Background: an optimization exercise with open tools, aiming at small area, a short achievable clock period and few clock cycles. Do not read the settings as production practice.
No run shown here included a check of the RTL's function; only the layout flow was run.
No activity file was given, so power comes from the tool's default toggle rates.

File: design/flow/run.sh
#!/bin/bash
# synth_recipe.tcl (not shown) runs the flow's synth.tcl, then flattens the netlist and writes it again
# the make line also repeats each setting of config.mk as NAME=value (left out here)
make -C /OpenROAD-flow-scripts/flow DESIGN_CONFIG=/design/flow/config.mk WORK_HOME=/design/flow/orfs CLKGATE_MAP_FILE= SYNTH_SCRIPT=/design/flow/synth_recipe.tcl finish
File: design/flow/config.mk
export PLATFORM = sky130hd
export DESIGN_NAME = odp_writer
export DESIGN_NICKNAME = odp_writer
export VERILOG_FILES = /design/flow/design.v
export SDC_FILE = /design/flow/constraint.sdc
export NUM_CORES = 4
export LEC_CHECK = 0
export CAP_MARGIN = 20
export CORE_MARGIN = 2
export CORE_UTILIZATION = 40
export SLEW_MARGIN = 20
File: design/flow/constraint.sdc
create_clock -name core_clock -period 12.0 [get_ports {clk}]
set_input_delay 2.4000 -clock core_clock [delete_from_list [all_inputs] [get_ports {clk}]]
set_output_delay 2.4000 -clock core_clock [all_outputs]
set_load 0.01 [all_outputs]
File: design/flow/design.v
module odp_writer #(
    parameter int DEPTH = 20           
) (
    input  logic        clk,
    input  logic        rst_n,
    input  logic        px_in_vld,
    input  logic [15:0] px_in,
    output logic        px_in_rdy,
    output logic        MEM_REQ,
    output logic [31:0] MEM_ADDR,
    output logic [3:0]  MEM_CMD,
    output logic        MEM_WE,
    output logic [31:0] MEM_DOUT,
    output logic        MEM_WVLD,
    input  logic        MEM_WRDY,
    input  logic        MEM_ODP_SEL,
    input  logic        MEM_FIN,
    input  logic        ODP_START,
    output logic        ODP_STATUS,
    input  logic [31:0] CFG_WRITE_START_ADDR,
    input  logic [8:0]  CFG_WIDTH,
    input  logic [8:0]  CFG_HEIGHT,
    input  logic [9:0]  CFG_NUM_FMAP
);
    localparam int MD = DEPTH - 1;             
    localparam int PW = $clog2(MD);
    localparam int CW = $clog2(DEPTH + 1);
    typedef enum logic [1:0] {B_IDLE, B_REQ, B_DATA, B_FIN} bst_t;
    logic          status_q, rdy_q, in_done_q, half_q;
    logic [8:0]    wlen_q, hlen_q, wc_q, hc_q;
    logic [9:0]    nc_q;
    logic [31:0]   addr_q;
    logic [31:0]   mem_q [MD];
    logic [PW-1:0] wr_q, rd_q;
    logic [CW-1:0] mcnt_q;                     
    logic          hv_q;                       
    logic [31:0]   dout_q;
    bst_t          bst_q;
    logic          req_q, wvld_q;
    logic [3:0]    cmd_q, beat_q;
    logic          xfer, last_px, commit, pop, ld, start, empty_job;
    logic [CW-1:0] mcnt_d, tot_d;
    logic          hv_d, in_done_d, half_d, status_d;
    assign px_in_rdy  = rdy_q;
    assign ODP_STATUS = status_q;
    assign MEM_REQ    = req_q;
    assign MEM_WE     = req_q;
    assign MEM_ADDR   = addr_q;
    assign MEM_CMD    = cmd_q;
    assign MEM_WVLD   = wvld_q;
    assign MEM_DOUT   = dout_q;
    assign empty_job = (CFG_WIDTH == '0) || (CFG_HEIGHT == '0) || (CFG_NUM_FMAP == '0);
    assign start     = !status_q && ODP_START && !empty_job;
    assign xfer      = px_in_vld && rdy_q;
    assign last_px   = (wc_q == 9'd1) && (hc_q == 9'd1) && (nc_q == 10'd1);
    assign commit    = xfer && (half_q || last_px);
    assign pop       = wvld_q && MEM_WRDY;
    assign ld        = (pop || !hv_q) && (mcnt_q != '0);
    assign mcnt_d    = mcnt_q + CW'(commit) - CW'(ld);
    assign hv_d      = ld ? 1'b1 : (pop ? 1'b0 : hv_q);
    assign tot_d     = mcnt_d + CW'(hv_d);
    assign in_done_d = start ? 1'b0 : (in_done_q || (xfer && last_px));
    assign half_d    = start ? 1'b0 : (xfer ? !half_q : half_q);
    always_comb begin
        status_d = status_q;
        if (start) status_d = 1'b1;
        else if (bst_q == B_FIN && MEM_FIN && in_done_q && mcnt_q == '0 && !hv_q) status_d = 1'b0;
    end
    always_ff @(posedge clk or negedge rst_n) begin
        if (!rst_n) begin
            status_q  <= 1'b0;
            rdy_q     <= 1'b0;
            in_done_q <= 1'b0;
            half_q    <= 1'b0;
            wr_q      <= '0;
            rd_q      <= '0;
            mcnt_q    <= '0;
            hv_q      <= 1'b0;
            bst_q     <= B_IDLE;
            req_q     <= 1'b0;
            wvld_q    <= 1'b0;
        end else begin
            status_q  <= status_d;
            in_done_q <= in_done_d;
            half_q    <= half_d;
            rdy_q     <= status_d && !in_done_d && (half_d || mcnt_d != CW'(MD));
            mcnt_q    <= mcnt_d;
            hv_q      <= hv_d;
            if (commit) wr_q <= (wr_q == PW'(MD - 1)) ? '0 : wr_q + PW'(1);
            if (ld)     rd_q <= (rd_q == PW'(MD - 1)) ? '0 : rd_q + PW'(1);
            case (bst_q)
                B_IDLE: if (status_q && (tot_d >= CW'(16) || (in_done_d && tot_d != '0))) begin
                    req_q <= 1'b1;
                    bst_q <= B_REQ;
                end
                B_REQ: if (MEM_ODP_SEL) begin
                    wvld_q <= 1'b1;
                    bst_q  <= B_DATA;
                end
                B_DATA: if (pop && beat_q == 4'd0) begin
                    wvld_q <= 1'b0;
                    bst_q  <= B_FIN;
                end
                B_FIN: if (MEM_FIN) begin
                    req_q <= 1'b0;
                    bst_q <= B_IDLE;
                end
                default: bst_q <= B_IDLE;
            endcase
        end
    end
    always_ff @(posedge clk) begin
        if (start) begin
            wlen_q <= CFG_WIDTH;
            hlen_q <= CFG_HEIGHT;
            wc_q   <= CFG_WIDTH;
            hc_q   <= CFG_HEIGHT;
            nc_q   <= CFG_NUM_FMAP;
            addr_q <= CFG_WRITE_START_ADDR;
        end else begin
            if (xfer) begin
                if (wc_q == 9'd1) begin
                    wc_q <= wlen_q;
                    if (hc_q == 9'd1) begin
                        hc_q <= hlen_q;
                        nc_q <= nc_q - 10'd1;
                    end else begin
                        hc_q <= hc_q - 9'd1;
                    end
                end else begin
                    wc_q <= wc_q - 9'd1;
                end
            end
            if (bst_q == B_FIN && MEM_FIN) addr_q[31:6] <= addr_q[31:6] + 26'd1;
        end
        if (bst_q == B_IDLE) begin
            cmd_q  <= (tot_d >= CW'(16)) ? 4'd15 : 4'(tot_d - CW'(1));
            beat_q <= (tot_d >= CW'(16)) ? 4'd15 : 4'(tot_d - CW'(1));
        end else if (bst_q == B_DATA && pop) begin
            beat_q <= beat_q - 4'd1;
        end
        if (ld) dout_q <= mem_q[rd_q];
    end
    always_ff @(posedge clk) begin
        if (xfer && !half_q) mem_q[wr_q][15:0] <= px_in;
        if (commit) mem_q[wr_q][31:16] <= half_q ? px_in : 16'h0000;
    end
endmodule
==> results of run 1 <==
## flip-flops by register name (all words and copies together) (netlist names)
register   flops
wlen_q         9
mcnt_q         5
addr_q        32
in_done_q      1
beat_q         4
rd_q           5
half_q         1
dout_q        32
hlen_q         9
mem_q        608
cmd_q          4
bst_q          2
wr_q           5
req_q          1
wvld_q         1
rdy_q          1
status_q       1
hc_q           9
nc_q          10
hv_q           1
wc_q           9
## per-stage QoR
| stage | power, W | instance area, µm² | cells |
|---|---|---|---|
| detailed placement | 0.00595 | 33500 | 2761 |
| global route | 0.00876 | 36200 | 2908 |
| global placement | 0.00588 | 33500 | 2760 |
| floorplan | 0.00516 | 30500 | 1649 |
| CTS | 0.00846 | 36200 | 2908 |
| finish | 0.00835 | 36200 | 2909 |
## layout by cell type, fill, tap and decap left out, drive strengths merged, types with 5 or more instances in the layout
master           n
nand4            8
nand3           16
inv             41
and2            18
a211oi           5
edfxtp         726
a21oi           27
xnor2           36
xor2            16
and3             7
nor2            85
mux2            38
dfrtp           24
nor3            16
clkbuf          97
bufinv           9
mux2i           38
clkinvlp         9
nand2          128
o21ai           92
ha              30
clkdlybuf4s50  155
or3              7
buf             54
nor4             9
a31oi            6
mux4           160
clkinv          31
## metal layers
| metal | track usage [%] | vias up | wire length (µm) | share of wire [%] |
|---|---|---|---|---|
| met5 | 0 | - | 0 | 0 |
| met4 | 4.96 | 0 | 1250 | 1.8 |
| met3 | 4.06 | 85 | 4630 | 6.8 |
| met2 | 29.5 | 466 | 33600 | 49 |
| met1 | 23.2 | 8027 | 28600 | 42 |
| li1 | - | 6967 | - | - |
## cell type report
type / count / area [µm²] / area share, %
tap: 978 / 1220 / 3.38
clock buffer: 97 / 2150 / 5.94
multi-input combinational: 784 / 7730 / 21.4
clock inverter: 50 / 541 / 1.49
inverter: 40 / 151 / 0.419
timing repair buffer: 209 / 1960 / 5.43
sequential: 750 / 22400 / 62.0
antenna: 1 / 2.50 / 0.00692
## logic make-up (layout without fill, tap and decap cells)
logic type | count (synthesis) | count (layout) | share of synthesized area [%]
flip-flops | 750 | 750 | 73.4
AND/OR/NAND/NOR | 314 | 314 | 4.82
multiplexers | 236 | 236 | 14.5
AO/OA/AOI/OAI | 151 | 151 | 2.89
buffers and inverters | 115 | 396 | 1.66
XOR/XNOR | 52 | 52 | 1.52
adder cells (fa/ha/maj) | 31 | 31 | 1.29
other | 0 | 1 | 0
## final timing paths
kind | to | slack, ns | cells after the start
max | beat_q[0]$_DFFE_PP_ | 6.10 | 16
min | rd_q[4]$_DFFE_PN0P_ | 0.49 | 1
max reg2reg | beat_q[0]$_DFFE_PP_ | 6.98 | 18
min reg2reg | rd_q[4]$_DFFE_PN0P_ | 0.49 | 1
max in group asynchronous | rd_q[1]$_DFFE_PN0P_ | 9.56 | 2
min in group asynchronous | bst_q[0]$_DFFE_PN0P_ | 2.15 | 2
## worst max-delay path, stage by stage
cell             delay [ns]
clkdlybuf4s50_1        0.48
nand2_1                0.07
nand2_1                0.09
nand2_1                0.14
inv_2                  0.07
buf_4                  0.53
ha_1                   0.22
inv_1                  0.04
ha_1                   0.20
fa_1                   0.44
xnor2_1                0.47
inv_1                  0.20
o211ai_1               0.17
xnor2_1                0.30
nand2_1                0.15
mux2_2                 0.28
## power groups by stage
stage	sequential (W)	combinational [W]	clock, W
floorplan	0.00344	0.00172	0
global placement	0.00355	0.00233	0
detailed placement	0.00356	0.00238	0
CTS	0.00351	0.00239	0.00256
global route	0.00354	0.00256	0.00266
finish	0.00350	0.00235	0.00250
==> run summary, run 1 <==
The filler cells instantiated in the layout total 6312. The critical path data arrival time is between 6 and 7 ns. The register bit total from synthesis is 750. The min-delay analysis places its worst path in the category reg2reg. In the synthesized netlist the dominant register cell turns out to be edfxtp_1.

The net switching fraction of the power is 29.3%. The cell sitting at the root of the clock tree is a clkbuf_16. The cell count after synthesis came out at ~1600.

The worst hold path begins at rd_q[4]$_DFFE_PN0P_. The worst vdd rail ir drop came out at approximately 140 µV. The level count of the clock H-tree is 3. The synthesized design contains between 700 and 800 enable-type register cells.

The net switching power is about 0.0024 W. The run finished with no timing, DRC or antenna violations. By instance count, the leading cell after synthesis is edfxtp_1. The source-to-sink clock delay at the later pin of the worst-skew pair came out at 0.63 ns. The initial antenna violation count came out at 2. The total vias in the final route is between 15000 and 20000. The shortest clock period the worst path allows after layout is ~5.9 ns. Of all cell types, the one taking the most synthesized area is edfxtp_1. The total core area is approximately 76000 µm². The via count of the first global-routing pass came out at about 16000.

The signed area change from the synthesized netlist to the final layout came out at 18.4%. The maximum frequency from static timing analysis came out at 0.169 GHz. The worst setup slack before clock tree synthesis is approximately 5.4 ns. The clock network fraction of total power is 30.0%. The buffer depth of the longest clock path is 3. The count of yosys warnings during synthesis came out at 1. The final weighted congestion in routability-driven placement came out at 0.799. The fraction of registers with async set or reset after synthesis is 3.20%. The worst-case headroom to the max-slew limit is 31.7%. In this run the critical register-to-register path is launched from hc_q[1]$_DFFE_PP_. The total overflow left after global routing is 0. The TritonCTS buffer count came out at between 80 and 90.

The number of top-level pins came out at 156. STA classifies the critical path startpoint as an input pin. By area the synthesized netlist is led by edfxtp_1 71%, mux4_2 12%, dfrtp_1 2.0%, nand2_1 1.6%, o21ai_0 1.5%. The power share of the combinational group is 28.1%. The post-route worst setup slack is approximately 6.1 ns. The critical path is of the in2reg type. The first-pass detailed-route iteration total came out at 5. The sequential share of power is a little over two fifths.

The worst setup path startpoint is MEM_WRDY. The TritonCTS clock tree is built. The final net count is 1980. The worst hold margin came out at 0.494 ns.

The synthesized netlist contains 64 unique library cells. The sequential element share of the synthesized area came out at 73.4%. The critical path capture point type is a flip-flop. The static power due to leakage came out at 11.7 nW.

After detailed routing, the number of remaining DRC violations is 0. The top fanout value on the critical path is 36. Sorting the synthesized cells by how often they occur yields 726 x edfxtp_1, 160 x mux4_2, 127 x nand2_1, 89 x o21ai_0, 83 x nor2_1. The total count of max-transition violations in the final report is 0. The final wirelength came out at 68.1 mm. The number of gates given a new drive strength after cts came out at 0. The worst clock skew is 0.0225 ns.

The required time of the critical path came out at 12.38 ns. The HPWL after detailed placement is 39.4 mm. The number of post-CTS setup repair buffers came out at 0. Setup repair after global routing left no endpoint under its margin. The die span in y came out at 280 µm.

The post-synthesis area per instance is approximately 19 µm². The final setup violation count is 0. Setup total negative slack on the finished layout was measured at 0 ns.

Dividing total power by cell area gives a power density of around 230 nW/µm². Buffers inserted to repair hold after CTS numbered 0. The width of the die came out at between 200 and 300 µm. The initial core utilization came out at about two fifths. The share of layout cells above drive strength 1 came out at about 22%. The clock-pin slew on the worst setup and hold paths came out at ~0.060 ns. The fraction of synthesized cell area taken by the top area cell type is 71.4%. The site row count is between 100 and 150. In this run the cell area of the synthesized design comes to between 30000 and 40000 µm². The period utilization is a little under 50%.

The die footprint came out at between 70000 and 80000 µm². The wire length per cell came out at ~23 µm. The count of buffers from port buffering is about 160. The count of clock tree sinks is 750. The count of antenna-violating nets left after detailed routing came out at 0. The count of endpoints failing hold in the final timing report came to 0. The slew of the pin with the lowest slew margin came out at slightly above 1 ns.

The internal portion of the total power is 0.00591 W. Global routing used ~18% of the available tracks across all layers. The largest net degree at the start of global routing is 96.

The global-route wire length before repair is just over 100 mm. Cells fill approximately 48% of the core in the end. The ratio of routed vias to standard cells came out at ~5.3. The number of max-cap violations came out at 0. The number of nets produced by synthesis came out at between 1500 and 2000. The first-iteration detailed-routing DRC count came out at around 1500.
==> run 2, diff against run 1 <==
--- a/design/flow/design.v
+++ b/design/flow/design.v
@@ -1,3 +1,3 @@
 module odp_writer #(
-    parameter int DEPTH = 20           
+    parameter int DEPTH = 17           
 ) (
@@ -35,2 +35,3 @@
     logic [CW-1:0] mcnt_q;                     
+    logic [CW-1:0] tot_q;                      
     logic          hv_q;                       
@@ -40,5 +41,7 @@
     logic [3:0]    cmd_q, beat_q;
-    logic          xfer, last_px, commit, pop, ld, start, empty_job;
+    logic          empty_job, start, xfer, last_px, fin_px, commit, pop, ld, job_end;
+    logic          space0, space1, rdy_run, req_go;
     logic [CW-1:0] mcnt_d, tot_d;
-    logic          hv_d, in_done_d, half_d, status_d;
+    logic [3:0]    cmd_d;
+    logic [PW-1:0] wr_inc, rd_inc;
     assign px_in_rdy  = rdy_q;
@@ -55,2 +58,3 @@
     assign last_px   = (wc_q == 9'd1) && (hc_q == 9'd1) && (nc_q == 10'd1);
+    assign fin_px    = xfer && last_px;
     assign commit    = xfer && (half_q || last_px);
@@ -58,12 +62,24 @@
     assign ld        = (pop || !hv_q) && (mcnt_q != '0);
-    assign mcnt_d    = mcnt_q + CW'(commit) - CW'(ld);
-    assign hv_d      = ld ? 1'b1 : (pop ? 1'b0 : hv_q);
-    assign tot_d     = mcnt_d + CW'(hv_d);
-    assign in_done_d = start ? 1'b0 : (in_done_q || (xfer && last_px));
-    assign half_d    = start ? 1'b0 : (xfer ? !half_q : half_q);
+    assign job_end   = (bst_q == B_FIN) && MEM_FIN && in_done_q && (tot_q == '0);
     always_comb begin
-        status_d = status_q;
-        if (start) status_d = 1'b1;
-        else if (bst_q == B_FIN && MEM_FIN && in_done_q && mcnt_q == '0 && !hv_q) status_d = 1'b0;
+        case ({commit, ld})
+            2'b10:   mcnt_d = mcnt_q + CW'(1);
+            2'b01:   mcnt_d = mcnt_q - CW'(1);
+            default: mcnt_d = mcnt_q;
+        endcase
+        case ({commit, pop})
+            2'b10:   tot_d = tot_q + CW'(1);
+            2'b01:   tot_d = tot_q - CW'(1);
+            default: tot_d = tot_q;
+        endcase
     end
+    assign space0  = ld || (mcnt_q < CW'(MD));                       
+    assign space1  = ld ? (mcnt_q < CW'(MD)) : (mcnt_q < CW'(MD - 1));  
+    assign rdy_run = xfer ? (!half_q || space1) : (half_q || space0);
+    assign req_go = status_q && ((tot_q >= CW'(16)) || (commit && tot_q == CW'(15)) ||
+                                 (in_done_q && tot_q != '0) || fin_px);
+    assign cmd_d  = commit ? ((tot_q >= CW'(15)) ? 4'd15 : tot_q[3:0])
+                           : ((tot_q >= CW'(16)) ? 4'd15 : 4'(tot_q - CW'(1)));
+    assign wr_inc = (wr_q == PW'(MD - 1)) ? '0 : wr_q + PW'(1);
+    assign rd_inc = (rd_q == PW'(MD - 1)) ? '0 : rd_q + PW'(1);
     always_ff @(posedge clk or negedge rst_n) begin
@@ -77,2 +93,3 @@
             mcnt_q    <= '0;
+            tot_q     <= '0;
             hv_q      <= 1'b0;
@@ -82,12 +99,20 @@
         end else begin
-            status_q  <= status_d;
-            in_done_q <= in_done_d;
-            half_q    <= half_d;
-            rdy_q     <= status_d && !in_done_d && (half_d || mcnt_d != CW'(MD));
-            mcnt_q    <= mcnt_d;
-            hv_q      <= hv_d;
-            if (commit) wr_q <= (wr_q == PW'(MD - 1)) ? '0 : wr_q + PW'(1);
-            if (ld)     rd_q <= (rd_q == PW'(MD - 1)) ? '0 : rd_q + PW'(1);
+            if (!status_q) begin
+                status_q  <= start;
+                rdy_q     <= start;
+                in_done_q <= 1'b0;
+                half_q    <= 1'b0;
+            end else begin
+                if (job_end) status_q <= 1'b0;
+                rdy_q     <= !in_done_q && !fin_px && rdy_run;
+                in_done_q <= in_done_q || fin_px;
+                half_q    <= half_q ^ xfer;
+            end
+            mcnt_q <= mcnt_d;
+            tot_q  <= tot_d;
+            hv_q   <= ld || (hv_q && !pop);
+            if (commit) wr_q <= wr_inc;
+            if (ld)     rd_q <= rd_inc;
             case (bst_q)
-                B_IDLE: if (status_q && (tot_d >= CW'(16) || (in_done_d && tot_d != '0))) begin
+                B_IDLE: if (req_go) begin
                     req_q <= 1'b1;
@@ -112,3 +137,3 @@
     always_ff @(posedge clk) begin
-        if (start) begin
+        if (!status_q) begin
             wlen_q <= CFG_WIDTH;
@@ -136,4 +161,4 @@
         if (bst_q == B_IDLE) begin
-            cmd_q  <= (tot_d >= CW'(16)) ? 4'd15 : 4'(tot_d - CW'(1));
-            beat_q <= (tot_d >= CW'(16)) ? 4'd15 : 4'(tot_d - CW'(1));
+            cmd_q  <= cmd_d;
+            beat_q <= cmd_d;
         end else if (bst_q == B_DATA && pop) begin
==> run summary, run 2 <==
In this run switching power makes up approximately 30% of total power. The count of endpoints failing hold in the final timing report was 0. The largest registers in the layout are mem_q (512), addr_q (32), dout_q (32). The number of max-cap violations came out at 0. The fraction of registers with async set or reset after synthesis came out at roughly 4.1%. The static power due to leakage is about 10 nW. The global-route usage over all layers came out at 17.7%. Entering global routing, the biggest net connects 92 pins. The wire length per cell is around 24 µm. The worst hold path terminates at hv_q$_DFF_PN0_. Measured against its own limit, the worst slew margin works out to a little over a fifth.

STA classifies the critical path endpoint as a flip-flop. The overflow left after global routing is 0. Timing analysis after detailed placement gives a worst setup slack of 5.82 ns.

The period utilization came out at 46.3%. The hold-fix buffer count after cts is 0. The register bit total from synthesis is approximately 660. The cell-internal power came out at a little over 0.005 W. In this design, the stage delay of the slowest critical-path cell is about 0.74 ns. The register with the most flip-flops in the layout has approximately 500 of them. Once detailed placement completed, the half-perimeter wirelength came to 38.1 mm. The critical setup path kind is in2reg. When the netlist entered floorplanning its net count stood at about 1500. The sequential element share of the synthesized area is about three quarters. The most frequent cell on the critical path is ha_1. The total count of max-transition violations in the final report is 0. The final wirelength is 60.4 mm. The critical path goes through clkdlybuf4s50_1 > nand2_1 > or4_1 > o31ai_4 > inv_2 > ha_1 > ha_1 > nor2b_1 > o21ai_0 > a21oi_1 > nor3_1 > xor2_1. Counting both buffers and inverters, the worst setup path holds a total of 2. After clock tree synthesis, the clock-pin slew on the worst setup and hold paths is ~0.06 ns. For this design the ratio of total power to cell area is about 230 nW/µm². The power share of the combinational group came out at between 20% and 30%.

The critical path data arrival time is approximately 6.1 ns. The register-to-register setup slack came out at roughly 7.7 ns. The capture point of the worst reg-to-reg path is mcnt_q[4]$_DFFE_PN0P_. The die footprint is between 60000 and 70000 µm². Of all nets on the critical path, the largest fanout is 16. The final weighted congestion in routability-driven placement came out at 0.814.

The commonest cells after synthesis are 630 x edfxtp_1, 160 x mux4_2, 108 x nor2_1, 53 x nand2_1, 51 x a21oi_1. After technology mapping, the gate count stands at 1409. The sequential share of power is between 40% and 50%.

Counting flops with a built-in enable in the synthesized netlist gives 630. The longest clock path from root to sink contains 3 buffers. The width of the die is approximately 260 µm. The overall power came out at roughly 0.0072 W.

The clock network is responsible for between 20% and 30% of the overall power. The net switching power came out at 0.00216 W. From bottom edge to top edge, the die measures between 200 and 300 µm.

IR analysis of the VDD net gives a maximum drop of about 140 µV. The site row count came out at 94. 0 antenna diodes ended up in the layout.

For this run, the leading register cell type out of synthesis is edfxtp_1. The cell with the largest stage delay on the worst path is o31ai_4. The worst min-delay path category is reg2reg.

The kind of cell with the highest combined delay along the critical path is simple AND/OR/NAND/NOR gates. The number of post-CTS setup repair buffers came out at 0. In this run, the number of DRC markers left after iteration 0 of detailed routing was 1099. The synthesized netlist occupies a cell area of around 27000 µm².

The total vias in the final route came out at around 14000. Summed over all instances, the cell type with the most area after synthesis is edfxtp_1. The number of gates given a new drive strength after cts is 0.

The required time of the critical path came out at around 13 ns. The via count of the first global-routing pass came out at roughly 14000. The library cells used most frequently in the layout, excluding fill and tap cells, are 630 x edfxtp_1, 160 x mux4_2, 155 x clkdlybuf4s50_1.

The post-route worst setup slack came out at 6.44 ns. The final setup violation count is 0. For the pin with the worst max-slew slack, the measured transition is 1.18 ns. The most used standard cell by instance count after synthesis is edfxtp_1. The run finished with no timing, DRC or antenna violations. Ranked by total cell area, the synthesized netlist is headed by edfxtp_1 71%, mux4_2 14%, dfrtp_1 2.5%, nor2_1 1.5%, ha_1 1.3%. The setup TNS is 0 ns. The level count of the clock H-tree is 3.

The count of yosys warnings during synthesis came out at 1. The count of clock tree sinks came out at between 600 and 700. Ranked by flip-flop count, first place goes to mem_q.

The number of different library cells in the post-synthesis netlist came out at 59. Using the TritonRoute via totals, the vias-per-cell ratio works out to between 5 and 6. Setup repair after global routing left no endpoint under its margin. The count of buffers from port buffering is 155. The worst clock skew is 0.0323 ns.

The final net count came out at 1700. The instance count along the most critical hold path is 2. At the later pin of the worst-skew pair, clock insertion delay measures about 0.61 ns. The initial antenna violation count came out at 6. The first-pass detailed-route iteration total is 5. The count of cells along the worst register-to-register path is 13. The global-route wire length before repair is about 91 mm. The TritonCTS clock tree is built. The worst setup path is launched from an input pin. For this run, the top clock speed supported by timing is ~0.18 GHz. The number of top-level pins is about 160. The signed area change from the synthesized netlist to the final layout came out at 18.1%.

The detail route stage leaves a number of antenna-violating nets equal to 0. The count of unresolved DRC violations after routing is 0. Cells fill a little under half of the core in the end. The fraction of synthesized cell area taken by the top area cell type came out at a little under three quarters. The number of clock buffers added by TritonCTS is around 70. The initial core utilization is between 40% and 50%. The library cell used most frequently in the layout, excluding fill and tap cells, is edfxtp_1. The startpoint identified for the worst register-to-register timing path is nc_q[1]$_DFFE_PP_.

The total core area is roughly 66000 µm². The post-synthesis area per instance came out at around 19 µm². The shortest clock period the worst path allows after layout came out at between 5 and 6 ns. CTS placed an instance of clkbuf_16 at the clock tree root. The share of layout cells above drive strength 1 came out at a little over a fifth. The startpoint identified for the worst hold timing path is hv_q$_DFF_PN0_.
run 2: cell count changes after synthesis, sizes merged, moves of 16 or more:
| cell | delta |
|---|---|
| mux2 | -20 |
| a21oi | +24 |
| nand2 | -75 |
| edfxtp | -96 |
| buf | -16 |
| nor2 | +23 |
| mux2i | -34 |
| o21ai | -67 |
run 2: worst reg2reg max path, stage by stage (launching register included):
cell	delay (ns)
edfxtp_1	0.41
inv_1	0.11
ha_1	0.13
or4b_2	0.62
or4_1	0.48
o31ai_4	0.74
inv_2	0.26
ha_1	0.34
ha_1	0.34
nor2b_1	0.14
o21ai_0	0.18
a21oi_1	0.10
nor3_1	0.24
xor2_1	0.17
run 2: kinds of logic after synthesis:
family	Yosys count	share of synthesized area (%)
flops	657	73.5
simple gates	274	4.89
mux	182	14.4
compound gates	111	2.58
buf+inv	103	1.50
xor+xnor	53	1.74
fa+ha+maj	29	1.39
run 2: stage by stage:
| step | area [µm²] | std cells | hold WS [ns] |
|---|---|---|---|
| floorplan | 26700 | 1409 | 0.471 |
| global placement | 29300 | 2380 | 0.505 |
| detailed placement | 29300 | 2381 | 0.528 |
| CTS | 31500 | 2502 | 0.535 |
| global route | 31500 | 2502 | 0.551 |
| finish | 31500 | 2502 | 0.533 |
run 2: per-layer routing:
metal / GRT usage, % / part of all wire [%] / routed length, µm
met1: 24.3 / 43 / 25900
met2: 28.4 / 48 / 28900
met5: 0 / 0.076 / 46
met3: 4.21 / 7.3 / 4420
met4: 4.98 / 1.9 / 1180
run 2: power by group through the flow:
stage	Sequential (W)	Combinational, W	Clock (W)
after floorplan	0.00309	0.00132	0
after global placement	0.00323	0.00197	0
after detailed placement	0.00324	0.00200	0
after CTS	0.00319	0.00200	0.00212
after global routing	0.00323	0.00213	0.00221
final	0.00318	0.00197	0.00208
run 2: layout make-up:
cell class / instances / area, µm²
sequential: 657 / 19600
timing repair buffer: 174 / 1700
inverter: 37 / 139
multi-input combinational: 649 / 6780
clock inverter: 39 / 362
tap: 864 / 1080
clock buffer: 82 / 1830
fill: 5493 / 34400
run 2: worst max path at each step:
| stage | start | to | slack, ns | cells past startpoint |
|---|---|---|---|---|
| final | px_in_vld | mcnt_q[4]$_DFFE_PN0P_ | 6.44 | 12 |
| after global routing | px_in_vld | mcnt_q[4]$_DFFE_PN0P_ | 6.19 | 12 |
| after CTS | px_in_vld | mcnt_q[4]$_DFFE_PN0P_ | 6.47 | 12 |
| after detailed placement | px_in_vld | mcnt_q[4]$_DFFE_PN0P_ | 5.82 | 12 |
| after global placement | px_in_vld | mcnt_q[4]$_DFFE_PN0P_ | 5.92 | 12 |
| after floorplan | MEM_WRDY | mcnt_q[4]$_DFFE_PN0P_ | 5.87 | 10 |
==> run 3, diff against run 2 <==
--- a/design/flow/config.mk
+++ b/design/flow/config.mk
@@ -7,5 +7,6 @@
 export LEC_CHECK = 0
+export ABC_CLOCK_PERIOD_IN_PS = 3000
 export CAP_MARGIN = 20
 export CORE_MARGIN = 2
-export CORE_UTILIZATION = 40
+export CORE_UTILIZATION = 55
 export SLEW_MARGIN = 20
==> run summary, run 3 <==
The run finished with no timing, DRC or antenna violations. After Yosys synthesis, and, or, nand and nor cells account for under 10% of the synthesized area. The required time of the critical path is 12.51 ns. The sequential element share of the synthesized area came out at ~73%.

The wire length per cell came out at ~26 µm. CTS built an H-tree with a depth of 3. In this run the tightest slew margin relative to its limit is between 20% and 30%. The largest total area in the synthesized netlist belongs to edfxtp_1. Clock tree synthesis inserted a total of slightly below 70 buffers. The worst vdd rail ir drop came out at 157 µV. The count of clock tree sinks came out at roughly 660. The final net count is roughly 1700. The share of layout cells above drive strength 1 is between 20 and 25%. The library cell used most frequently in the layout, excluding fill and tap cells, is edfxtp_1. The first-pass detailed-route iteration total is 5.

The initial utilization of the core area, before any placement, comes to a little under three fifths. In this run the biggest area consumer among cell types represents a little under three quarters of the synthesized area. By count the netlist is led by 630 x edfxtp_1, 160 x mux4_2, 108 x nor2_1, 53 x nand2_1, 51 x a21oi_1. During placement, the flow inserted port buffers numbering ~160. The worst setup path is captured at a flip-flop. For this design the top-level I/O count stands at roughly 160. After clock tree synthesis, the flow added hold-fix buffers numbering 0. In the final layout, the registers with the most flip-flops are mem_q (512), addr_q (32), dout_q (32). The number of nets produced by synthesis is about 1500.

Among all flip-flop cells after synthesis, the most frequent one is edfxtp_1. The number of gates given a new drive strength after cts came out at 0. For this design the ratio of total power to cell area is approximately 230 nW/µm². The number of flops mapped to enable cells by yosys came out at between 600 and 700. Setup repair after global routing left no endpoint under its margin. The period utilization came out at a little under half. The fraction of registers with async set or reset after synthesis came out at 4.11%. STA classifies the critical path startpoint as an input pin.

The die covers 50300 µm². The HPWL after detailed placement is 37.1 mm. For the final database, setup skew stands at approximately 0.033 ns. The number of different library cells in the post-synthesis netlist came out at ~60. The total standard cell area after synthesis is around 27000 µm². The post-synthesis mux area share came out at between 10% and 20%. The number of max-cap violations is 0. Synthesis inferred around 660 register bits.

The post-synthesis area per instance came out at 18.9 µm². The count of antenna-violating nets left after detailed routing came out at 0. The final weighted congestion in routability-driven placement came out at about 0.77. For this block, the via count after detailed routing is between 10000 and 15000. TritonCTS built the clock tree. The source-to-sink clock delay at the later pin of the worst-skew pair is between 0.6 and 0.7 ns. For the pin with the worst max-slew slack, the measured transition is between 1 and 1.5 ns. The number of antenna repair diodes is 0. The critical path data arrival time came out at approximately 6.0 ns. The maximum frequency from static timing analysis is roughly 0.18 GHz. The final wirelength came out at ~58 mm. The post-route worst setup slack came out at between 6 and 7 ns.

The via count of the first global-routing pass is around 14000. In this run the standard cell core region covers 47800 µm². The static power due to leakage is 10.0 nW. The shortest clock period the worst path allows after layout came out at around 5.5 ns.

By area, the combinational part of the netlist is dominated by multiplexers. The library cells used most frequently in the layout, excluding fill and tap cells, are 630 x edfxtp_1, 160 x mux4_2, 155 x clkdlybuf4s50_1. The worst setup path is of the in2reg kind. The clock passes through at most 3 buffers. The die span in y is about 220 µm. The root buffer cell is clkbuf_16.

The site row count is 80. The first-iteration detailed-routing DRC count came out at 1418. The setup TNS came out at 0 ns. The total count of max-transition violations in the final report came out at 0.

Timing analysis after detailed placement gives a worst setup slack of 5.89 ns. The min-delay analysis places its worst path in the category reg2reg. In this run the worst path has a maximum fanout of 16. The signed area change from the synthesized netlist to the final layout is 16.7%. The count of unresolved DRC violations after routing is 0. The post-synthesis compound-gate area fraction is between 2 and 3%.

The flip-flop count of the largest register after layout is 512. Yosys instantiated no cell more often than edfxtp_1. The register with the most flip-flops in the final layout is mem_q. By area the synthesized netlist is led by edfxtp_1 71%, mux4_2 14%, dfrtp_1 2.5%, nor2_1 1.5%, ha_1 1.3%. The synthesized netlist cell count is ~1400.

After Yosys synthesis, full adders, half adders and majority gates account for 1.39% of the synthesized area. The count of endpoints failing hold in the final timing report came out at 0. The global-route wire length before repair came out at 87.5 mm. The overflow left after global routing came out at 0. The clock-pin slew on the worst setup and hold paths came out at approximately 0.060 ns. The final setup violation count came out at 0. The XOR/XNOR share of the synthesized area came out at approximately 1.7%.

The initial antenna violation count came out at 2. The largest net degree at the start of global routing came out at 94. The die is between 200 and 250 µm wide. Buffers added to address setup during post-CTS repair amount to 0. The global-route usage over all layers is between 20% and 30%. For this run, the number of Yosys warnings is 1. In the routed layout, each cell is associated on average with a via count of 6.06.
[run 3: changes by cell type in the layout (fill, tap and decap cells not counted), moves of 2 or more]
cell      before  now
buf_4         18   15
clkbuf_1       9   19
clkbuf_8       3    1
clkinv_2      15    5
nor2_2        29   32
nor2_4         3    0
[run 3: worst max-delay path: stages]
cell and delay (ns):
clkdlybuf4s50_1 0.50, nand2_1 0.11, or4_1 0.56, o31ai_4 0.66
inv_2 0.23, ha_1 0.33, ha_1 0.34, nor2b_1 0.14
o21ai_0 0.18, a21oi_1 0.09, nor3_1 0.23, xor2_1 0.18
[run 3: layout make-up]
cell class,count,area [µm²]
multi-input cells,649,6760
repair buffers,171,1680
clock inverters,29,298
clock buffers,91,1860
inverters,37,139
well taps,615,769
flip-flops and latches,657,19600
fillers,3335,16700
[run 3: stage by stage]
step | power (W) | hold slack [ns] | cell area [µm²] | instances | utilization (%)
finish | 0.00721 | 0.526 | 31100 | 2249 | 65.0
floorplan | 0.00442 | 0.471 | 26700 | 1409 | -
CTS | 0.00727 | 0.529 | 31100 | 2249 | 65.0
global placement | 0.00520 | 0.508 | 28900 | 2128 | 60.5
detailed placement | 0.00522 | 0.520 | 29000 | 2129 | 60.5
global route | 0.00752 | 0.552 | 31100 | 2249 | 65.0
[run 3: path summary, 6_finish.rpt]
kind	from	slack, ns	endpoint	cells after the start
hold reg to reg	hv_q$_DFF_PN0_	0.53	hv_q$_DFF_PN0_	2
setup reg to reg	wc_q[2]$_DFFE_PP_	7.70	mcnt_q[4]$_DFFE_PN0P_	11
setup / recovery	px_in_vld	6.55	mcnt_q[4]$_DFFE_PN0P_	12
hold / removal	hv_q$_DFF_PN0_	0.53	hv_q$_DFF_PN0_	2
max in group asynchronous	rst_n	9.46	rd_q[0]$_DFFE_PN0P_	2
min in group asynchronous	rst_n	2.20	bst_q[0]$_DFFE_PN0P_	2
[run 3: logic make-up (layout without fill, tap and decap cells)]
kind of cell,count (synthesis),in the layout
DFF,657,657
and+or+nand+nor,274,274
muxes,182,182
AOI/OAI and AO/OA,111,111
buffers and inverters,103,328
xor gates and xnor gates,53,53
adders and majority gates,29,29
[run 3: power breakdown]
group | total (W) | switching [W] | internal (W)
clock network | 0.00205 | 0.000854 | 0.00120
logic | 0.00196 | 0.000989 | 0.000967
registers | 0.00320 | 0.000286 | 0.00291
total | 0.00721 | 0.00213 | 0.00508
[run 3: per-layer routing]
layer	track usage [%]	wire length [µm]	part of all wire, %	up-vias
li1	-	-	-	6007
met1	35.9	25700	44	7104
met2	36.8	27700	48	440
met3	4.92	3960	6.8	71
met4	6.67	1030	1.8	0
met5	0	0	0	-
==> run 4, diff against run 3 <==
--- a/design/flow/design.v
+++ b/design/flow/design.v
@@ -26,3 +26,2 @@
     localparam int PW = $clog2(MD);
-    localparam int CW = $clog2(DEPTH + 1);
     typedef enum logic [1:0] {B_IDLE, B_REQ, B_DATA, B_FIN} bst_t;
@@ -34,4 +33,3 @@
     logic [PW-1:0] wr_q, rd_q;
-    logic [CW-1:0] mcnt_q;                     
-    logic [CW-1:0] tot_q;                      
+    logic [DEPTH-1:0] tot_q;                   
     logic          hv_q;                       
@@ -43,3 +41,4 @@
     logic          space0, space1, rdy_run, req_go;
-    logic [CW-1:0] mcnt_d, tot_d;
+    logic          mnz, m_lt_md, m_lt_md1, ge16, ge15, nz;
+    logic [3:0]    cnt4, cnt4m1;
     logic [3:0]    cmd_d;
@@ -61,23 +60,21 @@
     assign pop       = wvld_q && MEM_WRDY;
-    assign ld        = (pop || !hv_q) && (mcnt_q != '0);
-    assign job_end   = (bst_q == B_FIN) && MEM_FIN && in_done_q && (tot_q == '0);
+    assign ld        = (pop || !hv_q) && mnz;
+    assign job_end   = (bst_q == B_FIN) && MEM_FIN && in_done_q && !nz;
+    assign nz       = tot_q[0];
+    assign ge15     = tot_q[14];
+    assign ge16     = tot_q[15];
+    assign mnz      = hv_q ? tot_q[1] : tot_q[0];
+    assign m_lt_md  = hv_q ? !tot_q[MD] : !tot_q[MD-1];
+    assign m_lt_md1 = hv_q ? !tot_q[MD-1] : !tot_q[MD-2];
     always_comb begin
-        case ({commit, ld})
-            2'b10:   mcnt_d = mcnt_q + CW'(1);
-            2'b01:   mcnt_d = mcnt_q - CW'(1);
-            default: mcnt_d = mcnt_q;
-        endcase
-        case ({commit, pop})
-            2'b10:   tot_d = tot_q + CW'(1);
-            2'b01:   tot_d = tot_q - CW'(1);
-            default: tot_d = tot_q;
-        endcase
+        cnt4   = 4'd0;                       
+        cnt4m1 = 4'd0;                       
+        for (int k = 0; k < 15; k++) if (tot_q[k]) cnt4 = 4'(k + 1);
+        for (int k = 1; k < 16; k++) if (tot_q[k]) cnt4m1 = 4'(k);
     end
-    assign space0  = ld || (mcnt_q < CW'(MD));                       
-    assign space1  = ld ? (mcnt_q < CW'(MD)) : (mcnt_q < CW'(MD - 1));  
+    assign space0  = ld || m_lt_md;                  
+    assign space1  = ld ? m_lt_md : m_lt_md1;        
     assign rdy_run = xfer ? (!half_q || space1) : (half_q || space0);
-    assign req_go = status_q && ((tot_q >= CW'(16)) || (commit && tot_q == CW'(15)) ||
-                                 (in_done_q && tot_q != '0) || fin_px);
-    assign cmd_d  = commit ? ((tot_q >= CW'(15)) ? 4'd15 : tot_q[3:0])
-                           : ((tot_q >= CW'(16)) ? 4'd15 : 4'(tot_q - CW'(1)));
+    assign req_go = status_q && (ge16 || (commit && ge15) || (in_done_q && nz) || fin_px);
+    assign cmd_d  = commit ? cnt4 : cnt4m1;
     assign wr_inc = (wr_q == PW'(MD - 1)) ? '0 : wr_q + PW'(1);
@@ -92,3 +89,2 @@
             rd_q      <= '0;
-            mcnt_q    <= '0;
             tot_q     <= '0;
@@ -110,4 +106,4 @@
             end
-            mcnt_q <= mcnt_d;
-            tot_q  <= tot_d;
+            if (commit && !pop)      tot_q <= {tot_q[DEPTH-2:0], 1'b1};
+            else if (pop && !commit) tot_q <= {1'b0, tot_q[DEPTH-1:1]};
             hv_q   <= ld || (hv_q && !pop);
==> run summary, run 4 <==
The count of nets left with antenna violations once routing finished came out at 0. The sequential element share of the synthesized area came out at about three quarters. The synthesized netlist cell count came out at approximately 1400. The required time of the critical path came out at between 10 and 15 ns.

The critical path capture point type is a flip-flop. The final wirelength came out at about 59 mm. At the later pin of the worst-skew pair, clock insertion delay measures around 0.59 ns. In the final timing run, aggregate negative setup slack is 0 ns. The final non-filler cell area came out at between 30000 and 40000 µm². The worst vdd rail ir drop is approximately 130 µV. The most used standard cell by instance count after synthesis is edfxtp_1. The global-route usage over all layers is 24.0%. The maximum frequency from static timing analysis came out at 0.202 GHz.

For this run, the number of Yosys warnings is 1. The number of top-level pins came out at around 160. After synthesis, the most frequently instantiated cells are 630 x edfxtp_1, 160 x mux4_2, 115 x nor2_1, 66 x nand2_1, 49 x a21oi_1.

The delay of the slowest cell on the worst path came out at just under 0.9 ns. The count of endpoints failing hold in the final timing report is 0. The worst-case headroom to the max-slew limit is 28.5%. Along the worst path, the maximum fanout reaches 16. The utilization after layout came out at between 60% and 70%. The shortest clock period the worst path allows after layout came out at roughly 5 ns.

The library cell used most frequently in the layout, excluding fill and tap cells, is edfxtp_1. For this design the ratio of total power to cell area is 171 nW/µm². The root buffer cell is clkbuf_16. After synthesis the netlist holds a flip-flop and latch count of roughly 660. In the routed design, unresolved DRC markers number 0. Setup repair after global routing left no endpoint under its margin.

The first-iteration detailed-routing DRC count came out at between 1000 and 1500. For the worst setup path, the data arrival time is 5.15 ns. The overflow left after global routing came out at 0.

The number of flops mapped to enable cells by yosys is 630. The share of layout cells above drive strength 1 is roughly a fifth. The synthesized netlist occupies a cell area of about 27000 µm². More flip-flops sit in one register than any other, and that register is mem_q.

The count of buffers from port buffering came out at between 150 and 200. The number of hold buffers added after CTS was 0. The total count of max-transition violations in the final report came out at 0. The first global-routing pass estimated between 80 and 90 mm of wire. The number of nets produced by synthesis is around 1500.

The flow ran to the end and the layout has no timing, DRC or antenna violations. The number of different library cells in the post-synthesis netlist came out at 60. The number of antenna repair diodes came out at 0. The longest clock path from root to sink contains 3 buffers. For this block, the via count after detailed routing is approximately 14000. The wire length per cell is about 26 µm.

The initial antenna violation count is 4. The floorplan has between 80 and 90 rows. The overall power came out at about 0.0054 W. The width of the die came out at 226 µm. Using the TritonRoute via totals, the vias-per-cell ratio works out to 6.06. The largest registers in the layout are mem_q (512), addr_q (32), dout_q (32).

The number of post-CTS setup repair buffers came out at 0. The main flop type after synthesis is edfxtp_1. The die footprint came out at approximately 50000 µm².

The number of max-cap violations came out at 0. The fraction of registers with async set or reset after synthesis came out at under 10%. Yosys attributes the largest share of cell area to edfxtp_1 70%, mux4_2 13%, dfrtp_1 3.2%, nor2_1 1.6%, ha_1 0.93%.

The worst min-delay path category is reg2reg. The static power due to leakage is roughly 10 nW. Compared with the post-synthesis result, the final layout area differs by 16.8%. The total core area came out at approximately 50000 µm². The clock tree synthesis step divided the H-tree into 3 levels. The dominant cell type by area after synthesis is edfxtp_1.

The die is 226 µm tall. The worst clock skew came out at roughly 0.014 ns. The worst setup path is launched from an input pin. Among all stages on the critical path, the largest delay is contributed by nor2_2. The via count of the first global-routing pass is 13800.

The TritonCTS buffer count came out at 70. The count of clock tree sinks came out at about 660. In the finished design, the share of the clock period the worst path needs comes to 41.2%. The flip-flop count of the largest register after layout is roughly 500. Walking the worst path, the cells encountered are clkdlybuf4s50_1 > nand2_1 > inv_1 > nand4_1 > o21ai_4 > nand2_1 > nor2_2. The largest net degree at the start of global routing is 93. The fraction of synthesized cell area taken by the top area cell type came out at between 70% and 80%. At the pin with the least slew margin, the transition time is 1.07 ns.

The most numerous cell type found on the critical path is nand2_1. TritonCTS built the clock tree. The first-pass detailed-route iteration total came out at 5.

Setup violations remaining at the end of the flow were counted as 0. The critical path in this run is classified as in2reg. The final net count is around 1700. The number of gates resized after CTS was 0.

A synthesized cell averages 18.7 µm². In the layout the commonest cells are 630 x edfxtp_1, 160 x mux4_2, 154 x clkdlybuf4s50_1. The initial core utilization is 55.5%. Clock-pin slew was measured on the worst setup and hold paths at 0.06 ns. The HPWL after detailed placement is approximately 37 mm.

The final weighted congestion in routability-driven placement is 0.798. The placed cell area is a little under 30000 µm².
run 4: path summary, 6_finish.rpt:
path	start	to	slack, ns	cells after the start
max	px_in_vld	mem_q[11][26]$_DFFE_PP_	7.06	7
max reg2reg	hc_q[1]$_DFFE_PP_	mem_q[11][26]$_DFFE_PP_	8.36	7
min in group asynchronous	rst_n	tot_q[9]$_DFFE_PN0P_	1.93	1
min	in_done_q$_DFF_PN0_	rdy_q$_DFF_PN0_	0.53	1
max in group asynchronous	rst_n	rd_q[1]$_DFFE_PN0P_	9.40	1
min reg2reg	in_done_q$_DFF_PN0_	rdy_q$_DFF_PN0_	0.53	1
run 4: where the power goes:
group | internal (W) | leakage, nW | total [W] | switching [W]
Clock | 0.00131 | 1.12 | 0.00218 | 0.000863
Combinational | 0.000128 | 2.69 | 0.000433 | 0.000306
Sequential | 0.00273 | 6.16 | 0.00278 | 0.0000491
run 4: cell type report:
type / count / area (µm²)
inverters: 26 / 97.6
clock inverters: 32 / 363
fillers: 3368 / 17100
well taps: 622 / 778
multi-input cells: 679 / 6860
clock buffers: 92 / 1950
flip-flops and latches: 664 / 19800
repair buffers: 173 / 1710
run 4: cell families after synthesis:
| family | after synthesis | synth area share [%] |
|---|---|---|
| AOI/OAI and AO/OA | 135 | 3.04 |
| adders and majority gates | 20 | 0.927 |
| DFF | 664 | 73.3 |
| buffers and inverters | 99 | 1.69 |
| and+or+nand+nor | 289 | 5.10 |
| xor gates and xnor gates | 43 | 1.40 |
| muxes | 192 | 14.6 |
run 4: critical path: cells and delay by family:
| family | cells | cell delay (ns) |
|---|---|---|
| AO/OA/AOI/OAI | 1 | 0.56 |
| buffers and inverters | 2 | 0.63 |
| AND/OR/NAND/NOR | 4 | 1.53 |
run 4: metal layers:
layer  vias up  routed length (µm)  track usage (%)
met5         -                  11                0
met4         2                 915             6.20
met3        71                3840             4.41
met2       436               28600             37.7
met1      7206               26100             35.3
li1       6151                   -                -
run 4: metrics by stage:
stage / setup WS, ns / cells / hold WS (ns)
final: 7.06 / 2288 / 0.528
after global routing: 6.95 / 2288 / 0.568
after CTS: 7.16 / 2287 / 0.527
after detailed placement: 6.53 / 2163 / 0.521
after global placement: 6.62 / 2163 / 0.505
after floorplan: 6.91 / 1442 / 0.470
==> run 5, diff against run 4 <==
--- a/design/flow/design.v
+++ b/design/flow/design.v
@@ -1,3 +1,3 @@
 module odp_writer #(
-    parameter int DEPTH = 17           
+    parameter int DEPTH = 18           
 ) (
==> run summary, run 5 <==
The flow ran to the end and the layout has no timing, DRC or antenna violations. The final net count came out at between 2000 and 2500. The cell area that synthesis handed to floorplanning was 28700 µm². Leaving out fill and tap cells, the most frequent cell in the layout is edfxtp_1.

The critical path is of the in2reg type. The clock-pin slew on the worst setup and hold paths came out at 0.06 ns. Power spread over the standard cell area amounts to ~210 nW/µm².

The site row count is just over 80. Summing internal, switching and leakage power gives about 0.007 W. The overflow left after global routing is 0. The required time of the critical path came out at between 10 and 15 ns. The largest net degree at the start of global routing is 94. On the worst path, the slowest cell contributes a delay of 0.81 ns. The post-synthesis compound-gate area fraction is roughly 4.1%. The shortest clock period the worst path allows after layout came out at 4.84 ns.

The die is 232 µm wide. The detail route stage leaves a number of antenna-violating nets equal to 0. Counting flops and latches in the post-synthesis netlist gives around 700. The count of endpoints failing hold in the final timing report came out at 0. The wire length per cell came out at about 24 µm.

The final wirelength came out at about 64 mm. The via count of the first global-routing pass is roughly 16000. The number of antenna repair diodes came out at 0. In the synthesized netlist the dominant register cell turns out to be edfxtp_1.

The register with the most flip-flops in the layout has around 540 of them. The critical path data arrival time came out at 5.07 ns. The worst flop-to-flop path startpoint is wc_q[1]$_DFFE_PP_. In this run the worst setup path begins at px_in_vld. Clock tree synthesis selected as its root buffer the cell clkbuf_16.

Leaving out fill and tap cells, the most frequent cells in the layout are 662 x edfxtp_1, 282 x nor2_1, 154 x clkdlybuf4s50_1. The final setup violation count came out at 0. The fraction of synthesized cell area taken by the top area cell type came out at 69.4%. The number of top-level pins is 156. The post-synthesis area per instance is about 16 µm².

In this run the worst path has a maximum fanout of 16. The buffer depth of the longest clock path is 3. The number of max-cap violations came out at 0. The global-route wire length before repair came out at a little under 100 mm. The total count of max-transition violations in the final report was 0. The synthesized design spends more area on one cell type than any other, namely edfxtp_1.

For this run, the number of Yosys warnings is 1. The sequential element share of the synthesized area came out at between 70 and 80%. The critical path goes through clkdlybuf4s50_1 > nand2_1 > inv_1 > nand4_1 > o31a_1 > inv_2 > nand2_1 > nor2_2. TritonCTS built the clock tree. The ratio of routed vias to standard cells is slightly below 6. The cell family contributing the most delay on the critical path is simple AND/OR/NAND/NOR gates.

Ranked by instance count, the synthesized netlist is headed by 662 x edfxtp_1, 310 x nor2_1, 128 x mux4_2, 83 x a21oi_1, 69 x clkbuf_1. The number of different library cells in the post-synthesis netlist is slightly below 60. The largest family of logic cells by synthesized area is multiplexers. The worst path buffer plus inverter count came out at 3. The H-tree was split into 3 levels.

The initial core utilization is a little under three fifths. During placement, the flow inserted port buffers numbering 155. The number of gates given a new drive strength after cts is 0.

The static power due to leakage came out at 11.1 nW. The count of unresolved DRC violations after routing came out at 0. Setup repair after global routing left no endpoint under its margin.

mem_q holds more flip-flops than any other register. The die footprint came out at 53900 µm². The worst vdd rail ir drop is 185 µV.

The later pin in the worst-skew pair is clocked with a latency of roughly 0.62 ns. The hold-fix buffer count after cts is 0. Of all flip-flops after synthesis, the portion carrying an async set or reset was 5.29%.

Synthesis produced 1782 cells. Relative to the synthesized area, the layout overhead comes to 16.1%. When the netlist entered floorplanning its net count stood at 1886. STA classifies the critical path endpoint as a flip-flop.

The share of layout cells above drive strength 1 is between 10% and 20%. TritonCTS created just over 70 clock buffers. Yosys instantiated no cell more often than edfxtp_1. After Yosys synthesis, full adders, half adders and majority gates account for less than 1% of the synthesized area. The post-synthesis mux area share is around 11%.

Detailed routing inserted a total of 15800 vias. Routability-driven placement finished with a final weighted congestion of 0.808. Adding up every negative setup slack in the final design gives 0 ns. Between clock sinks in the finished design, the worst skew comes to between 0.03 and 0.04 ns. In this run the tightest slew margin relative to its limit is between 30 and 40%. Among the stages of the critical path, the cell type that occurs most often is nand2_1. The HPWL after detailed placement came out at between 30 and 40 mm. The number of setup buffers added after CTS is 0.

The largest registers in the layout are mem_q (544), addr_q (32), dout_q (32). The maximum frequency from static timing analysis came out at just over 0.2 GHz. The global-route usage over all layers is between 20% and 30%.

STA classifies the critical path startpoint as an input pin. The count of clock tree sinks came out at between 600 and 700. For this run, the detailed router's first-pass iteration total came to 5. The cell with the largest stage delay on the worst path is nor2_2. Of the total synthesized cell area, the portion taken by XOR and XNOR cells is under 10%.

By area the synthesized netlist is led by edfxtp_1 69%, mux4_2 10%, nor2_1 4.1%, dfrtp_1 3.2%, a21oi_1 1.4%. The die span in y came out at between 200 and 250 µm. The period utilization came out at roughly two fifths. The worst hold path begins at tot_q[17]$_DFFE_PN0P_.

The initial antenna violation count is 3. After Yosys synthesis, and, or, nand and nor cells account for about 7.7% of the synthesized area. At the pin with the least slew margin, the transition time is approximately 1.0 ns.

In this run, synthesis inferred between 600 and 700 flip-flops with an integrated enable. The total core area is about 50000 µm². The detailed router finished its first iteration with 1430 violations. In this run the worst hold path is classified as reg2reg.
[run 5: cell families (layout without fill, tap and decap cells)]
logic type	count (synthesis)	after routing
adders and majority gates	21	21
muxes	158	158
buffers and inverters	159	375
AOI/OAI and AO/OA	201	201
DFF	699	699
xor gates and xnor gates	44	44
and+or+nand+nor	500	500
[run 5: worst paths after layout]
path,to,slack [ns],depth (start not counted)
setup / recovery,mem_q[2][18]$_DFFE_PP_,7.16,8
hold / removal,tot_q[17]$_DFFE_PN0P_,0.55,2
setup reg to reg,mem_q[2][18]$_DFFE_PP_,8.34,8
hold reg to reg,tot_q[17]$_DFFE_PN0P_,0.55,2
max in group asynchronous,rd_q[1]$_DFFE_PN0P_,9.39,1
min in group asynchronous,tot_q[6]$_DFFE_PN0P_,1.92,1
[run 5: metal layers]
layer | track usage (%) | routed length [µm] | vias to the layer above
met5 | 0 | 0 | -
met1 | 35.4 | 27700 | 8075
li1 | - | - | 7114
met4 | 6.57 | 1450 | 0
met2 | 39.9 | 31500 | 469
met3 | 4.14 | 3760 | 96
[run 5: power breakdown]
group	switching, W	internal [W]	leakage (nW)
Sequential	0.000147	0.00293	6.52
Combinational	0.000953	0.000659	3.42
Clock	0.000916	0.00129	1.14
[run 5: metrics by stage]
step	instances	hold WS (ns)	setup slack [ns]	utilization (%)	cell area, µm²
floorplan	1782	0.492	7.35	-	28700
global placement	2548	0.544	6.59	60.2	30900
detailed placement	2548	0.546	6.51	60.2	30900
CTS	2677	0.564	7.15	64.7	33300
global route	2678	0.596	6.95	64.7	33300
finish	2678	0.554	7.16	64.7	33300
[run 5: cell type report]
cell class	count	area [µm²]
clock buffer	89	1930
clock inverter	40	387
fill	3681	18100
inverter	63	236
multi-input combinational	924	7300
sequential	699	20800
tap	680	851
timing repair buffer	183	1760
[run 5: worst reg2reg max path, cell delays in order (launching register included)]
cell and delay [ns]:
edfxtp_1 0.43, inv_1 0.11, ha_1 0.13, or4b_4 0.47, nand2b_4 0.28, o31a_1 0.45
inv_2 0.33, nand2_1 0.27, nor2_2 0.81
==> run 6, diff against run 5 <==
--- a/design/flow/design.v
+++ b/design/flow/design.v
@@ -1,3 +1,3 @@
 module odp_writer #(
-    parameter int DEPTH = 18           
+    parameter int DEPTH = 17           
 ) (
==> design/flow/flow/run.sh (new file) <==
#!/bin/bash
# Own layout flow: the standard ORFS flow (standard.sh), with
#  - the port buffers made from buf_2 cells instead of the default delay-buffer cells,
set -euo pipefail
export BUFFER_PORTS_ARGS="-buffer_cell sky130_fd_sc_hd__buf_2"
bash standard.sh SETUP_SLACK_MARGIN=${MARGIN:-8} finish > flow_make.log 2>&1
==> design/flow/standard.sh (new file) <==
#!/bin/bash
# synth_recipe.tcl (not shown) runs the flow's synth.tcl, then flattens the netlist and writes it again
# the make line also repeats each setting of config.mk as NAME=value (left out here)
make -C /OpenROAD-flow-scripts/flow DESIGN_CONFIG=/design/flow/config.mk WORK_HOME=/design/flow/orfs CLKGATE_MAP_FILE= SYNTH_SCRIPT=/design/flow/synth_recipe.tcl "${@:-finish}"
removed: design/flow/run.sh
==> run summary, run 6 <==
The flow ran to the end and the layout has no timing, DRC or antenna violations. The filler cell count is between 3000 and 4000. The count of antenna-violating nets left after detailed routing came out at 0. The post-synthesis area per instance came out at about 19 µm². The wire length per cell is ~26 µm. The combined flip-flop and latch cell area is 19800 µm². The maximum frequency from static timing analysis came out at 0.260 GHz. The design draws 0.00536 W.

The final net count came out at ~1700. The register with the most flip-flops in the layout has about 510 of them. The die span in y came out at about 230 µm. The number of max-cap violations is 0. The number of different library cells in the post-synthesis netlist is 60. Counting instances in the post-synthesis netlist gives the leading cell types as 630 x edfxtp_1, 160 x mux4_2, 115 x nor2_1, 66 x nand2_1, 49 x a21oi_1. The source-to-sink clock delay at the later pin of the worst-skew pair is 0.61 ns. For this design the top-level I/O count stands at ~160. For this design the ratio of total power to cell area is ~170 nW/µm². At the end of routability-driven placement, the weighted congestion stood at between 0.7 and 0.8. The period utilization came out at roughly a third. The via count of the first global-routing pass is 14000. The static power due to leakage is 10.1 nW.

The shortest clock period the worst path allows after layout is approximately 3.9 ns. The largest net degree at the start of global routing is 92. The largest registers in the layout are mem_q (512), addr_q (32), dout_q (32). The required time of the critical path is approximately 12 ns. The tightest hold path in the finished design has a slack of between 0.5 and 0.6 ns. Once the floorplan was initialized, standard cells occupied between 50 and 60% of the core. Setup repair after global routing left no endpoint under its margin.

The utilization after layout came out at between 60 and 70%. The worst setup path is launched from an input pin. The most used standard cell by instance count after synthesis is edfxtp_1. The count of yosys warnings during synthesis is 1. The most used flip-flop cell after synthesis is edfxtp_1. The fraction of synthesized cell area taken by the top area cell type came out at between 70% and 80%. For this run, the number of standard cells in the final layout without fillers is 2310. The number of flops mapped to enable cells by yosys is 630. Across the VDD grid, the largest voltage drop is around 110 µV.

The width of the die came out at between 200 and 250 µm. The initial antenna violation count came to 5. Detailed placement ended at an HPWL of between 30 and 40 mm. The register-to-register setup slack came out at between 8 and 9 ns. Summing over every cut layer, the via total after detailed routing is 13800. The core region is slightly below 50000 µm².

The synthesized netlist cell count came out at about 1400. The level count of the clock H-tree came out at 3. The root buffer cell is clkbuf_16.

mem_q holds more flip-flops than any other register. The fraction of registers with async set or reset after synthesis is 5.12%. The die covers 50900 µm². Leaving out fill and tap cells, the most frequent cells in the layout are 630 x edfxtp_1, 160 x mux4_2, 155 x buf_2. The overflow left after global routing came out at 0. The detailed router finished its first iteration with ~1100 violations. The ratio of routed vias to standard cells came out at 5.98. The critical path data arrival time came out at ~4 ns.

The total count of max-transition violations in the final report was 0. The number of nets produced by synthesis came out at ~1500. The critical path in this run is classified as in2reg. The worst min-delay path category is reg2reg. The signed area change from the synthesized netlist to the final layout is 15.1%.

The site row count came out at ~80. The critical path capture point type is a flip-flop. In the routed design, unresolved DRC markers number 0. The setup TNS came out at 0 ns. The clock-pin slew on the worst setup and hold paths came out at approximately 0.060 ns. Yosys attributes the largest share of cell area to edfxtp_1 70%, mux4_2 13%, dfrtp_1 3.2%, nor2_1 1.6%, ha_1 0.93%. At the pin with the least slew margin, the transition time is 1.00 ns.

The pre-antenna-repair detailed-routing pass consisted of 5 iterations. Of the cells placed in the final design, the portion with a size suffix greater than 1 is 30.0%. The number of cells in the design after placement is 2157. The most common cell after layout, fill and taps aside is edfxtp_1. The combined area of the multi-input logic cells is between 6000 and 7000 µm². The worst-case headroom to the max-slew limit is between 30% and 40%. Of all cell types, the one taking the most synthesized area is edfxtp_1. The count of endpoints failing hold in the final timing report is 0. The global-route wire length before repair is 89.4 mm. The global-route usage over all layers came out at around a quarter.

Port buffering added 155 buffers. The count of clock tree sinks came out at about 660. The top fanout value on the critical path came out at 16. The total standard cell area after synthesis is 27000 µm². Counting the buffers created by CTS gives 70.

The sequential element share of the synthesized area is 73.3%. The buffer depth of the longest clock path came out at 3. The final wirelength came out at between 50 and 60 mm.

The TritonCTS clock tree is built. After synthesis the netlist holds a flip-flop and latch count of roughly 660. In this run, post-CTS hold repair placed 0 buffers. Setup violations remaining at the end of the flow were counted as 0. The clock arrives with between 0.02 and 0.025 ns of skew.
## run 6: cell types whose count changed in the layout (fill, tap and decap cells not counted), sizes merged, moves of 5 or more
| cell | previous run | this run |
|---|---|---|
| inv | 63 | 27 |
| o22ai | 32 | 1 |
| clkdlybuf4s50 | 154 | 0 |
| edfxtp | 662 | 630 |
| nand2b | 9 | 4 |
| nor2 | 310 | 115 |
| mux4 | 128 | 160 |
| o21ai | 42 | 37 |
| a21oi | 83 | 49 |
| buf | 29 | 187 |
## run 6: critical path, stage by stage
cell     delay (ns)
buf_2          0.09
nand2_1        0.10
inv_2          0.11
ha_1           0.27
nand2_1        0.24
nor2_2         0.84
## run 6: cell families after synthesis
logic type	count (synthesis)	synth area share, %
flip-flops	664	73.3
AND/OR/NAND/NOR	289	5.10
multiplexers	192	14.6
AO/OA/AOI/OAI	135	3.04
buffers and inverters	99	1.69
XOR/XNOR	43	1.40
adder cells (fa/ha/maj)	20	0.927
## run 6: path summary, 6_finish.rpt
check | from | end | depth (start not counted)
setup / recovery | px_in_vld | mem_q[0][13]$_DFFE_PP_ | 6
hold / removal | rd_q[3]$_DFFE_PN0P_ | rd_q[3]$_DFFE_PN0P_ | 1
setup reg to reg | rd_q[0]$_DFFE_PN0P_ | dout_q[5]$_DFFE_PP_ | 3
hold reg to reg | rd_q[3]$_DFFE_PN0P_ | rd_q[3]$_DFFE_PN0P_ | 1
max in group asynchronous | rst_n | rd_q[0]$_DFFE_PN0P_ | 1
min in group asynchronous | rst_n | tot_q[6]$_DFFE_PN0P_ | 1
## run 6: stage by stage
stage	setup slack [ns]	area [µm²]
after floorplan	7.91	27100
after global placement	7.05	28400
after detailed placement	7.00	28400
after CTS	8.11	31000
after global routing	8.02	31100
final	8.15	31100
## run 6: cell type report
class | count | area share (%)
Sequential cell | 664 | 63.7
Inverter | 26 | 0.314
Timing Repair Buffer | 187 | 3.89
Clock inverter | 35 | 0.999
Clock buffer | 93 | 6.26
Antenna cell | 4 | 0.0322
Tap cell | 622 | 2.51
Multi-Input combinational cell | 679 | 22.3
## run 6: timing repair
action                                  in CTS  in global routing
endpoints found under the setup margin     273                251
buffers inserted                            19                  2
gates resized for setup                      5                  0
pin swaps                                   15                  1
cloned                                       0                  0
## run 6: routing by layer
layer / vias up / track usage (%) / part of all wire (%)
met5: - / 0 / 0.045
met3: 77 / 4.43 / 5.9
met4: 4 / 6.92 / 1.9
met1: 7220 / 36.5 / 44
met2: 360 / 37.7 / 48
li1: 6158 / - / -
## run 6: where the power goes
part / internal [W] / leakage, nW / switching [W] / total (W)
clock: 0.00125 / 1.11 / 0.000873 / 0.00212
sequential: 0.00273 / 6.16 / 0.0000467 / 0.00278
combinational: 0.000134 / 2.82 / 0.000331 / 0.000465
total: 0.00411 / 10.1 / 0.00125 / 0.00536

static timing again, ports no longer ideal:
The flow's constraints put no driver on any port. The routed layouts listed below were extracted and timed again, unchanged, in two steps.
Step 1 (the two cells are an assumption about what drives the block):
set clk [get_ports {clk}]
set_driving_cell -lib_cell sky130_fd_sc_hd__clkbuf_16 $clk
set_driving_cell -lib_cell sky130_fd_sc_hd__buf_2 [delete_from_list [all_inputs] $clk]
Step 2, shift: input delay + t, output delay - t, t = (earliest + latest rising clock arrival at the registers) / 2. This alone moves slack from input paths to output paths.
Three values: ideal, step 1, step 2; two values: the first two.
| run | t, ns | slack for setup (ns) | worst register clock-pin slew, ns |
|---|---|---|---|
| run 1 | 0.678 | 6.098 / 6.108 / 5.429 | 0.06 / 0.06 |
| run 2 | 0.651 | 6.441 / 6.437 / 5.787 | 0.07 / 0.07 |
| run 3 | 0.653 | 6.546 / 6.560 / 5.907 | 0.06 / 0.06 |
| run 4 | 0.644 | 7.056 / 7.079 / 6.435 | 0.06 / 0.06 |
| run 5 | 0.662 | 7.155 / 7.193 / 6.531 | 0.07 / 0.07 |
| run 6 | 0.653 | 8.149 / 8.188 / 7.535 | 0.06 / 0.06 |
After both steps every run listed still meets setup and hold. The setup slack of run 1, which loses most, moves by +0.010 ns with the drivers and by -0.669 ns with both steps.
